From an optimization exercise on the open Yosys and OpenROAD flow, aimed at a short achievable clock period and few clock cycles; shortcuts taken in it are not production practice.
Where RTL was checked, it was by simulation tests only, not by an equivalence proof against the original.
Power is estimated from default activity; no workload was simulated.

## cedar
## core_top
module core_top (
    input  logic        clk,
    input  logic        rst,
    output logic [19:0] rom_addr,
    input  logic [7:0]  rom_data,
    output logic        mem_en,
    output logic        mem_we,
    output logic [19:0] mem_addr,
    output logic [15:0] mem_wdata,
    input  logic [15:0] mem_rdata,
    output logic        halted
);
==> flow/config.mk <==
export PLATFORM = sky130hd
export DESIGN_NAME = core_top
export DESIGN_NICKNAME = core_top
export VERILOG_FILES = /design/flow/design.v
export SDC_FILE = /design/flow/constraint.sdc
export NUM_CORES = 4
export LEC_CHECK = 0
export ABC_CLOCK_PERIOD_IN_PS = 2500
export CAP_MARGIN = 20
export CORE_MARGIN = 2
export CORE_UTILIZATION = 60
export SLEW_MARGIN = 20
==> flow/constraint.sdc <==
create_clock -name core_clock -period 8.0 [get_ports {clk}]
set_input_delay 1.6000 -clock core_clock [delete_from_list [all_inputs] [get_ports {clk}]]
set_output_delay 1.6000 -clock core_clock [all_outputs]
set_load 0.01 [all_outputs]
standard.sh (not shown) runs the stock make flow with config.mk's settings and CLKGATE_MAP_FILE= SYNTH_SCRIPT=/design/flow/synth_recipe.tcl, a recipe that flattens the netlist after the stock synthesis.
==> flow/flow/run.sh <==
#!/bin/bash
# The standard layout, with timing repair aimed at a setup slack of 5.5 ns.
set -euo pipefail
bash standard.sh SETUP_SLACK_MARGIN=5.5 finish > make_finish.log 2>&1
cedar | status: complete | timing, DRC, antenna: pass
Testbench counts of cedar, summed over its fixed seeds: cycles 31,615.
diff inputs: cedar => ember
-- flow/design.v --
<<< cedar, line 273
    assign pc_3     = pc + 16'd3;
    logic        f_bform;
    logic        nd1, nd2;
    assign f_bform = (role == R_OP) && p_mr && !b[0] && !fe_done;
    assign nd1     = rom_data[7:6] == 2'b01;
    assign nd2     = rom_data[7:6] == 2'b10 || (rom_data[7:6] == 2'b00 && rom_data[2:0] == 3'b110);
    logic [15:0] pc_a, pc_b;
    logic [15:0] rom_c, rom_a, rom_b;
    logic [15:0] pc_n, rom_pc_n;
    assign pc_a     = f_bform ? pc_2 : pc_1;
    assign pc_b     = f_bform ? pc_3 : pc_1;
    assign pc_n     = ({16{nd2}} & pc_b) | ({16{nd1}} & pc_a) | ({16{!nd1 && !nd2}} & pc_1);
    assign rom_c    = stall ? pc : rom_pc_1;
    assign rom_a    = stall ? pc : (f_bform ? rom_pc_2 : rom_pc_1);
    assign rom_b    = stall ? pc : (f_bform ? rom_pc_3 : rom_pc_1);
    assign rom_pc_n = ({16{nd2}} & rom_b) | ({16{nd1}} & rom_a) | ({16{!nd1 && !nd2}} & rom_c);
    logic        halted_n;
    assign halted_n = halted ||
>>> ember, line 273
    assign pc_3     = pc + 16'd3;
    logic        f_bform;
    logic [1:0]  f_nd;
    logic        skip1, skip2;
    assign f_bform = (role == R_OP) && p_mr && !b[0] && !fe_done;
    assign f_nd    = disp_n(rom_data);
    assign skip1   = f_bform && f_nd == 2'd1;
    assign skip2   = f_bform && f_nd == 2'd2;
    logic [15:0] pc_n, rom_pc_n;
    assign pc_n     = ({16{skip2}} & pc_3) | ({16{skip1}} & pc_2) |
                      ({16{!skip1 && !skip2}} & pc_1);
    assign rom_pc_n = ({16{skip2}} & rom_pc_3) | ({16{skip1}} & rom_pc_2) |
                      ({16{!skip1 && !skip2}} & rom_pc_1);
    logic        halted_n;
    assign halted_n = halted ||
<<< cedar, line 370
                hlt_seen <= 1'b1;
            end
            rom_pc <= rom_pc_n;
            ld1_m  <= (go && !byp && (u_load || u_pop)) ? onehot(u_dst) : 8'h00;
            ld2_m  <= ld1_m | ((byp && (u_load || u_pop)) ? onehot(u_dst) : 8'h00);
>>> ember, line 367
                hlt_seen <= 1'b1;
            end
            rom_pc <= stall ? pc : rom_pc_n;
            ld1_m  <= (go && !byp && (u_load || u_pop)) ? onehot(u_dst) : 8'h00;
            ld2_m  <= ld1_m | ((byp && (u_load || u_pop)) ? onehot(u_dst) : 8'h00);
## What came out
- cedar reports its end of the critical path as rom_addr[9] while ember reports pc[9].
- The final layout from ember, which completed every stage, passed the timing, DRC and antenna checks at the end of the flow.
- Diff cedar -> ember: power density over cell area shows no meaningful change, design area shows a reduction of 2.5%, number of DRC markers in iteration 0 shows an increase of 235, signal arrival time at the worst endpoint shows an increase of 2.07 ns, buffer count excluding the clock tree in the final layout shows a reduction of 5.
- Setup slack: ember less than cedar
- When the final numbers for ember and cedar were put side by side, the synthesis-to-layout area growth turned out to be greater in cedar.
- Higher number of antenna diodes among ember and cedar: ember
For ember, only the layout was checked, not whether the RTL still works.

========
red:
core_top, a different RTL version from the one above (not shown whole).
Size in the first run: roughly 1900 cells after synthesis, about 85 I/O pins, ~0.020 sq mm of cells after synthesis.
Settings: LEC_CHECK=0, ABC_CLOCK_PERIOD_IN_PS=2500, CAP_MARGIN=20, CORE_MARGIN=2, CORE_UTILIZATION=50, SLEW_MARGIN=20; clock period 8.0 ns.
==> flow/flow/run.sh <==
#!/bin/bash
# The standard layout, with timing repair aimed at a setup slack of 6.0 ns.
set -euo pipefail
bash standard.sh SETUP_SLACK_MARGIN=6.0 finish > make_finish.log 2>&1
Testbench counts of red, summed over its fixed seeds: cycles 31,983.
Input changes introduced in orange (baseline for comparison: red):
--- a/flow/design.v
+++ b/flow/design.v
@@ -268,38 +268,35 @@
             bv = bv | ({8{sb[j]}} & regs[j][7:0]) | ({8{sb[j + 4]}} & regs[j][15:8]);
         end
         ewv = wv | {bv, bv} | ({16{u_imm}} & u_k);
     end
     logic [15:0] sp;
     logic [15:0] sp_n;
     logic        sp_step;
     logic [15:0] a1r, a2r, a1, a2;
     logic        fw_a1, fw_a2;
     logic [15:0] t;
     logic        hlt_now;
     logic [15:0] pc_1, pc_2;
-    logic [15:0] rom_pc_1, rom_pc_2;
-    assign rom_pc_1 = {pc[15:1] + 15'(pc[0]), !pc[0]};
-    assign rom_pc_2 = {pc[15:1] + 15'd1, pc[0]};
     logic        halted_n;
     assign halted_n = halted ||
                       ((hlt_now || hlt_seen) && !d_mem && !(u_valid && u_mem) && !m_mem);
     assign pc_1 = pc + 16'd1;
     assign pc_2 = pc + 16'd2;
     assign sp      = regs[4];
     assign sp_step = go & (u_push | u_pop);
     logic [15:0] sp_m2, sp_p2;
     assign sp_m2   = sp - 16'd2;
     assign sp_p2   = sp + 16'd2;
-    assign sp_n    = ({16{u_push}} & sp_m2) | ({16{!u_push}} & sp_p2);
+    assign sp_n    = u_push ? sp_m2 : sp_p2;
     assign a1r   = ({16{u_bx}} & regs[3]) | ({16{u_bp}} & regs[5]) | ({16{u_sp}} & regs[4]);
     assign a2r   = ({16{u_si}} & regs[6]) | ({16{u_di}} & regs[7]);
     assign fw_a1 = (u_bx & ld3_m[3]) | (u_bp & ld3_m[5]);
     assign fw_a2 = (u_si & ld3_m[6]) | (u_di & ld3_m[7]);
     assign a1    = fw_a1 ? mem_rdata : a1r;
     assign a2    = fw_a2 ? mem_rdata : a2r;
     assign t     = m_s + m_c;
     logic        b_last;
     assign b_last  = (role == R_OP    && !(p_mr | p_d1 | p_d2)) ||
                      (role == R_MODRM && !(p_nd1 | p_nd2)) ||
                      (role == R_D0    && !need2) ||
                      (role == R_D1);
@@ -351,25 +348,25 @@
                 role    <= role_n;
                 disc    <= disc_n;
                 u_valid <= n_valid;
                 u_wlo   <= n_wlo;
                 u_whi   <= n_whi;
                 if (d_hlt) begin
                     fe_done <= 1'b1;
                 end
             end
             if (hlt_now) begin
                 hlt_seen <= 1'b1;
             end
-            rom_pc <= stall ? pc : (skip ? rom_pc_2 : rom_pc_1);
+            rom_pc <= stall ? pc : (skip ? pc_2 : pc_1);
             ld1_m  <= (go && (u_load || u_pop)) ? onehot(u_dst) : 8'h00;
             ld2_m  <= ld1_m;
             ld3_m  <= ld2_m;
             m_mem  <= go && u_mem;
             mem_en <= m_mem;
             halted   <= halted_n;
         end
     end
     always_ff @(posedge clk) begin
         if (!stall) begin
             b       <= rom_data;
             p_mr    <= rom_data[7:2] == 6'b100010;
==> comparison <==
red has completed all stages; timing, DRC and antenna checks passed. Per the final summary, orange finished and its layout is clean on timing, DRC and antenna. Register share of total power (higher): orange. red → orange: post-layout total power lost 15%; minimum setup slack in the final design lost 0.056 ns; setup TNS neither gained nor lost much; number of fill cells in the layout lost 408; async set-reset flop share out of synthesis lost 2.0 points. In the flow results for red and orange, the number of post-CTS setup repair buffers is smaller on red. Status: simple-gate share of the synthesized area parity (orange, red). When orange is set beside red, its biggest cell delay along the critical path turns out to be 0.02 ns larger. red ended up with rom_addr[0] as its endpoint of the worst setup timing path; orange ended up with regs[4][15]$_DFFE_PN0P_. Sequential cell area share, red and orange: larger value in red. Going from red to orange, fmax went down, register-to-register slack went down by 0.33 ns. In the reports for red and orange, the larger transition time of the tightest slew-check pin belongs to red.
For orange, only the layout was checked, not whether the RTL still works.

afterwards: timing with drivers on the ports:
The results above use ideal ports. As a check the final layouts listed here were re-extracted and re-timed, cells and wires unchanged.
Step 1, drivers: a clkbuf_16 drives clk and a buf_2 each remaining input, both assumed.
Step 2 adds t to the input delays and takes it off the output delays; t is the mean of the earliest and latest rising clock arrival at the registers after step 1. Input paths then give back, and output paths get back, about the clock's delay inside the block.
Slacks: ideal / step 1 / step 2; pairs: ideal / step 1.
run | shift t [ns] | setup WS [ns] | slew at the worst register clock pin (ns) | worst slew at a driven data input, ns | cell pins on the clock port's net
cedar | 0.629 | 5.276 / 5.221 / 4.737 | 0.07 / 0.07 | 0.07 | 1
ember | 0.627 | 5.262 / 5.220 / 4.644 | 0.07 / 0.07 | 0.13 | 1
red | 0.632 | 5.286 / 5.224 / 4.936 | 0.06 / 0.06 | 0.13 | 1
orange | 0.651 | 5.229 / 5.176 / 4.868 | 0.07 / 0.07 | 0.16 | 1
After both steps setup and hold are still met in every run listed. The setup slack of ember, which loses most, moves by -0.042 ns with the drivers and by -0.618 ns with both steps.
